What follows belongs to an exercise in optimizing a design on an open flow for small area; a production flow would make more cautious choices. The RTL was checked by simulation tests, not by an equivalence proof against the original design. No activity file was given, so power comes from the tool's default toggle rates.

Setup of rev 12:
==> flow/design.v <==
package pkt_meta_pkg;
    typedef struct packed {
        logic valid;
        logic sop;
        logic eop;
    } pkt_mark_t;
    typedef enum logic [3:0] {
        ACTION_NOMATCH = 4'd0,
        ACTION_MATCH   = 4'd1,
        ACTION_DROP    = 4'd2,
        ACTION_FORWARD = 4'd3
    } pdu_action_e;
    typedef struct packed {
        pdu_action_e action;
        logic [23:0] tag;
    } pdu_meta_t;
    typedef logic [4*16-1:0] fill_vec_t;
endpackage
package stats_reg_pkg;
    typedef enum logic [8-1:0] {
        REG_IN_PKT          = 8'd0,
        REG_OUT_PKT         = 8'd1,
        REG_DMA_PKT         = 8'd2,
        REG_CPU_NOMATCH_PKT = 8'd3,
        REG_CPU_MATCH_PKT   = 8'd4,
        REG_CTRL            = 8'd5,
        REG_MAX_DM2SM       = 8'd6,
        REG_MAX_SM2PG       = 8'd7,
        REG_MAX_PG2NF       = 8'd8,
        REG_MAX_NF2PDU      = 8'd9
    } stat_reg_e;
    typedef struct packed {
        logic [4-1:0]                          sel;
        logic [30-4-8-1:0] rsvd;
        logic [8-1:0]                          ofs;
    } status_addr_t;
    typedef struct packed {
        logic               read;
        logic               write;
        status_addr_t       addr;
        logic [32-1:0] writedata;
    } status_req_t;
    typedef struct packed {
        logic               valid;
        logic [32-1:0] readdata;
    } status_resp_t;
    typedef struct packed {
        logic [32-1:0] in_pkt;
        logic [32-1:0] out_pkt;
        logic [32-1:0] dma_pkt;
        logic [32-1:0] cpu_nomatch_pkt;
        logic [32-1:0] cpu_match_pkt;
    } evt_count_t;
    typedef logic [4*32-1:0] peak_vec_t;
    typedef struct packed {
        evt_count_t evt;
        peak_vec_t  peak;
    } stat_snapshot_t;
endpackage
`timescale 1ns/10ps
module stats_top (
    input  logic                 clk,
    input  logic                 rst_pkt,
    input  logic                 rst,
    input  logic [2:0]           in_mark_i,            
    input  logic [2:0]           out_mark_i,           
    input  logic                 out_ready_i,
    input  logic                 rb_update_valid_i,
    input  logic                 disable_pcie_i,
    output logic                 pcie_rb_update_valid_o,
    input  logic [27:0]          pdumeta_cpu_data_i,   
    input  logic                 pdumeta_cpu_valid_i,
    input  logic                 pdumeta_cpu_ready_i,
    input  logic [63:0]          fill_level_i,         
    input  logic [63:0]          status_req_i,         
    output logic [32:0]          status_resp_o,        
    output logic [32-1:0]   ctrl_o
);
    localparam int W  = 32;
    localparam int FW = 16;
    localparam int NC = 4;
    assign pcie_rb_update_valid_o = rb_update_valid_i & ~disable_pcie_i;
    logic         req_rd, req_wr, hit;
    logic [7:0]   ofs;
    logic [W-1:0] wd;
    assign req_rd = status_req_i[63];
    assign req_wr = status_req_i[62];
    assign hit    = (status_req_i[61:58] == 4'(0));
    assign ofs    = status_req_i[39:32];
    assign wd     = status_req_i[31:0];
    logic [4:0] ev;
    assign ev[0] = in_mark_i[2] & in_mark_i[0];
    assign ev[1] = out_mark_i[2] & out_mark_i[0] & out_ready_i;
    assign ev[2] = rb_update_valid_i;
    assign ev[3] = pdumeta_cpu_valid_i & pdumeta_cpu_ready_i & (pdumeta_cpu_data_i[27:24] == 4'd0);
    assign ev[4] = pdumeta_cpu_valid_i & pdumeta_cpu_ready_i & (pdumeta_cpu_data_i[27:24] == 4'd1);
    logic         rd1, wr1, is5_1;
    logic [4:0]   ld1;
    logic [W-1:0] wdata1;
    logic [4:0]   ev1;
    logic         rp1;
    always_ff @(posedge clk) begin
        rd1    <= ~rst & req_rd & hit;
        wr1    <= ~rst & req_wr & hit;
        is5_1  <= (ofs == 8'd5);
        for (int i = 0; i < 5; i++) begin
            ld1[i] <= (ofs == 8'(i));
        end
        wdata1 <= wd;
        ev1    <= ev;
        rp1    <= rst_pkt;
    end
    logic [W-1:0] ctrl_q;
    logic         ctrl_zero_q;
    logic [W-1:0] ctrl_q_nxt;
    logic         ctrl_zero_nxt;
    logic [4:0]   ld2;
    assign ctrl_q_nxt    = wr1 ? wdata1 : ctrl_q;
    assign ctrl_zero_nxt = rst | (wr1 ? ~is5_1 : ctrl_zero_q);
    always_ff @(posedge clk) begin
        ctrl_q      <= ctrl_q_nxt;
        ctrl_zero_q <= ctrl_zero_nxt;
        ld2         <= wr1 ? ld1 : 5'd0;
    end
    assign ctrl_o = ctrl_zero_q ? '0 : ctrl_q;
    logic [W-1:0] cnt [5];
    logic [W-1:0] load_word;
    assign load_word = rp1 ? '0 : ctrl_q;
    localparam int SEG = 16;
    logic [W:0]   cy  [5];
    logic [W-1:0] inc [5];
    always_comb begin
        for (int i = 0; i < 5; i++) begin
            cy[i][0] = ev1[i];
            for (int b = 0; b < W; b++) begin
                inc[i][b] = cnt[i][b] ^ cy[i][b];
                if ((b + 1) % SEG == 0) begin
                    cy[i][b+1] = cy[i][b+1-SEG] & (&cnt[i][b -: SEG]);
                end else begin
                    cy[i][b+1] = cnt[i][b] & cy[i][b];
                end
            end
        end
    end
    always_ff @(posedge clk) begin
        for (int i = 0; i < 5; i++) begin
            cnt[i] <= (rp1 | ld2[i]) ? load_word : inc[i];
        end
    end
    logic [FW-1:0] peak [NC];
    logic [FW-1:0] peak_d [NC];
    logic          peak_vld, peak_vld_d;
    logic [FW:0] gt [NC];
    always_comb begin
        for (int c = 0; c < NC; c++) begin
            gt[c][0] = 1'b0;
            for (int b = 0; b < FW; b++) begin
                gt[c][b+1] = (fill_level_i[c*FW+b] & ~peak[c][b])
                           | (gt[c][b] & (fill_level_i[c*FW+b] | ~peak[c][b]));
            end
        end
    end
    always_ff @(posedge clk) begin
        peak_vld   <= ~rst_pkt;
        peak_vld_d <= peak_vld;
        for (int c = 0; c < NC; c++) begin
            if (~peak_vld || gt[c][FW]) begin
                peak[c] <= fill_level_i[c*FW +: FW];
            end
            peak_d[c] <= peak[c];
        end
    end
    logic [W-1:0] rd_word;
    logic [4:0]    sel_cnt;
    logic [NC-1:0] sel_peak;
    logic          sel_ctrl, sel_bad;
    always_comb begin
        for (int i = 0; i < 5; i++) sel_cnt[i] = (ofs == 8'(i));
        for (int c = 0; c < NC; c++) sel_peak[c] = peak_vld_d & (ofs == 8'(6 + c));
        sel_ctrl = ~ctrl_zero_nxt & (ofs == 8'd5);
        sel_bad  = (ofs > 8'd9);
        rd_word = sel_bad ? 32'hDEADBEEF : '0;
        if (sel_ctrl) rd_word = rd_word | ctrl_q_nxt;
        for (int i = 0; i < 5; i++) begin
            if (sel_cnt[i]) rd_word = rd_word | cnt[i];
        end
        for (int c = 0; c < NC; c++) begin
            if (sel_peak[c]) rd_word = rd_word | {{(W-FW){1'b0}}, peak_d[c]};
        end
    end
    logic [W-1:0] rword1;
    logic [W-1:0] resp_data_q;
    logic         resp_valid_q;
    always_ff @(posedge clk) begin
        rword1       <= rd_word;
        resp_data_q  <= rword1;
        resp_valid_q <= ~rst & rd1;
    end
    assign status_resp_o = {resp_valid_q, resp_data_q};
endmodule
clock: 5.0 ns
lec_check: 0
cap_margin: 20
core_margin: 2
core_utilization: 60
slew_margin: 20
standard.sh (not shown) runs the stock make flow with config.mk's settings and CLKGATE_MAP_FILE= SYNTH_SCRIPT=/design/flow/synth_recipe.tcl, a recipe that flattens the netlist after the stock synthesis.
==> flow/flow/run.sh <==
#!/bin/bash
# The standard layout (standard.sh) with three changes:
#  - synthesis maps the combinational logic with an area-oriented ABC script
#    (flow/synth.tcl, flow/area.abc); registers are mapped as in the standard
#    synthesis, before ABC runs;
#  - the port buffers are the smallest buffer, sky130_fd_sc_hd__buf_1;
#  - the clock tree uses larger sink clusters and no dummy loads.
# make's output goes to standard.log; each ORFS step logs under orfs/logs/.
set -euo pipefail
W=$PWD
export MY_ABC_SCRIPT=$W/flow/area.abc
bash standard.sh \
  "SYNTH_SCRIPT=$W/flow/synth.tcl" \
  "BUFFER_PORTS_ARGS=-buffer_cell sky130_fd_sc_hd__buf_1" \
  "CTS_ARGS=-sink_clustering_enable -repair_clock_nets -dont_use_dummy_load -buf_list sky130_fd_sc_hd__clkbuf_16 -root_buf sky130_fd_sc_hd__clkbuf_16 -sink_clustering_size 35 -sink_clustering_max_diameter 70" \
  finish > standard.log 2>&1
==> flow/flow/area.abc <==
&get -n
&st
&syn2
&dch
&nf -a
&put
==> flow/flow/synth.tcl <==
# The standard synthesis script, with one change: the final ABC mapping
# of the combinational logic runs the area-oriented script named in
# MY_ABC_SCRIPT instead of ORFS's speed script. Registers are mapped before
# ABC runs, so they keep the standard synthesis's names and cells.
proc synth {args} { yosys synth -nofsm -noshare {*}$args }
proc abc {args} {
  set i [lsearch -exact $args -script]
  if { $i >= 0 && [info exists ::env(MY_ABC_SCRIPT)] } {
    lset args [expr {$i + 1}] $::env(MY_ABC_SCRIPT)
  }
  yosys abc {*}$args
}
source $::env(SCRIPTS_DIR)/synth.tcl
# left out here: clear keep_hierarchy, flatten, clean up, hide names made inside functions, write 1_2_yosys.v
Input-level comparison between rev 13 and rev 12:
-- flow/flow/run.sh --
<<< rev 12, line 13
  "SYNTH_SCRIPT=$W/flow/synth.tcl" \
  "BUFFER_PORTS_ARGS=-buffer_cell sky130_fd_sc_hd__buf_1" \
  "CTS_ARGS=-sink_clustering_enable -repair_clock_nets -dont_use_dummy_load -buf_list sky130_fd_sc_hd__clkbuf_16 -root_buf sky130_fd_sc_hd__clkbuf_16 -sink_clustering_size 35 -sink_clustering_max_diameter 70" \
  finish > standard.log 2>&1
>>> rev 13, line 13
  "SYNTH_SCRIPT=$W/flow/synth.tcl" \
  "BUFFER_PORTS_ARGS=-buffer_cell sky130_fd_sc_hd__buf_1" \
  "CTS_ARGS=-sink_clustering_enable -repair_clock_nets -dont_use_dummy_load -buf_list sky130_fd_sc_hd__clkbuf_16 -root_buf sky130_fd_sc_hd__clkbuf_16 -sink_clustering_size 25 -sink_clustering_max_diameter 60" \
  finish > standard.log 2>&1
[summary]
Die span in x: rev 12 vs rev 13 identical
Taking rev 12 as the reference, in rev 13 first-pass GRT wire length saw an increase; utilization after layout increased 1.3 points; logic gate share of total power down 0.7 points; wire length now sits higher; non-clock buffer share of cell area ~0 delta.
Summary — signed area change from the synthesized netlist to the final layout, rev 13 relative to rev 12: higher, by 2.2 points.

## port drivers added, routing unchanged
Ports are ideal in the flow. The routed layouts listed here were re-timed in OpenROAD. Step 1 sets driving cells, clkbuf_16 on the clock port and buf_2 on the other inputs (assumed; they add their load-dependent delay and slew). Step 2 times the ports against the registers' clock, not the clock port: input delays grow and output delays shrink by t, the midpoint of the rising clock arrivals with the driver on. a / b / c = ideal ports / drivers / drivers and shift; a / b = the first two.
| run | shift t [ns] | setup slack, ns | worst slew at a driven data input, ns |
|---|---|---|---|
| rev 12 | 0.578 | 0.923 / 0.923 / 0.923 | 0.05 |
| rev 13 | 0.553 | 0.880 / 0.880 / 0.880 | 0.05 |
After both steps setup and hold are still met in every run listed.
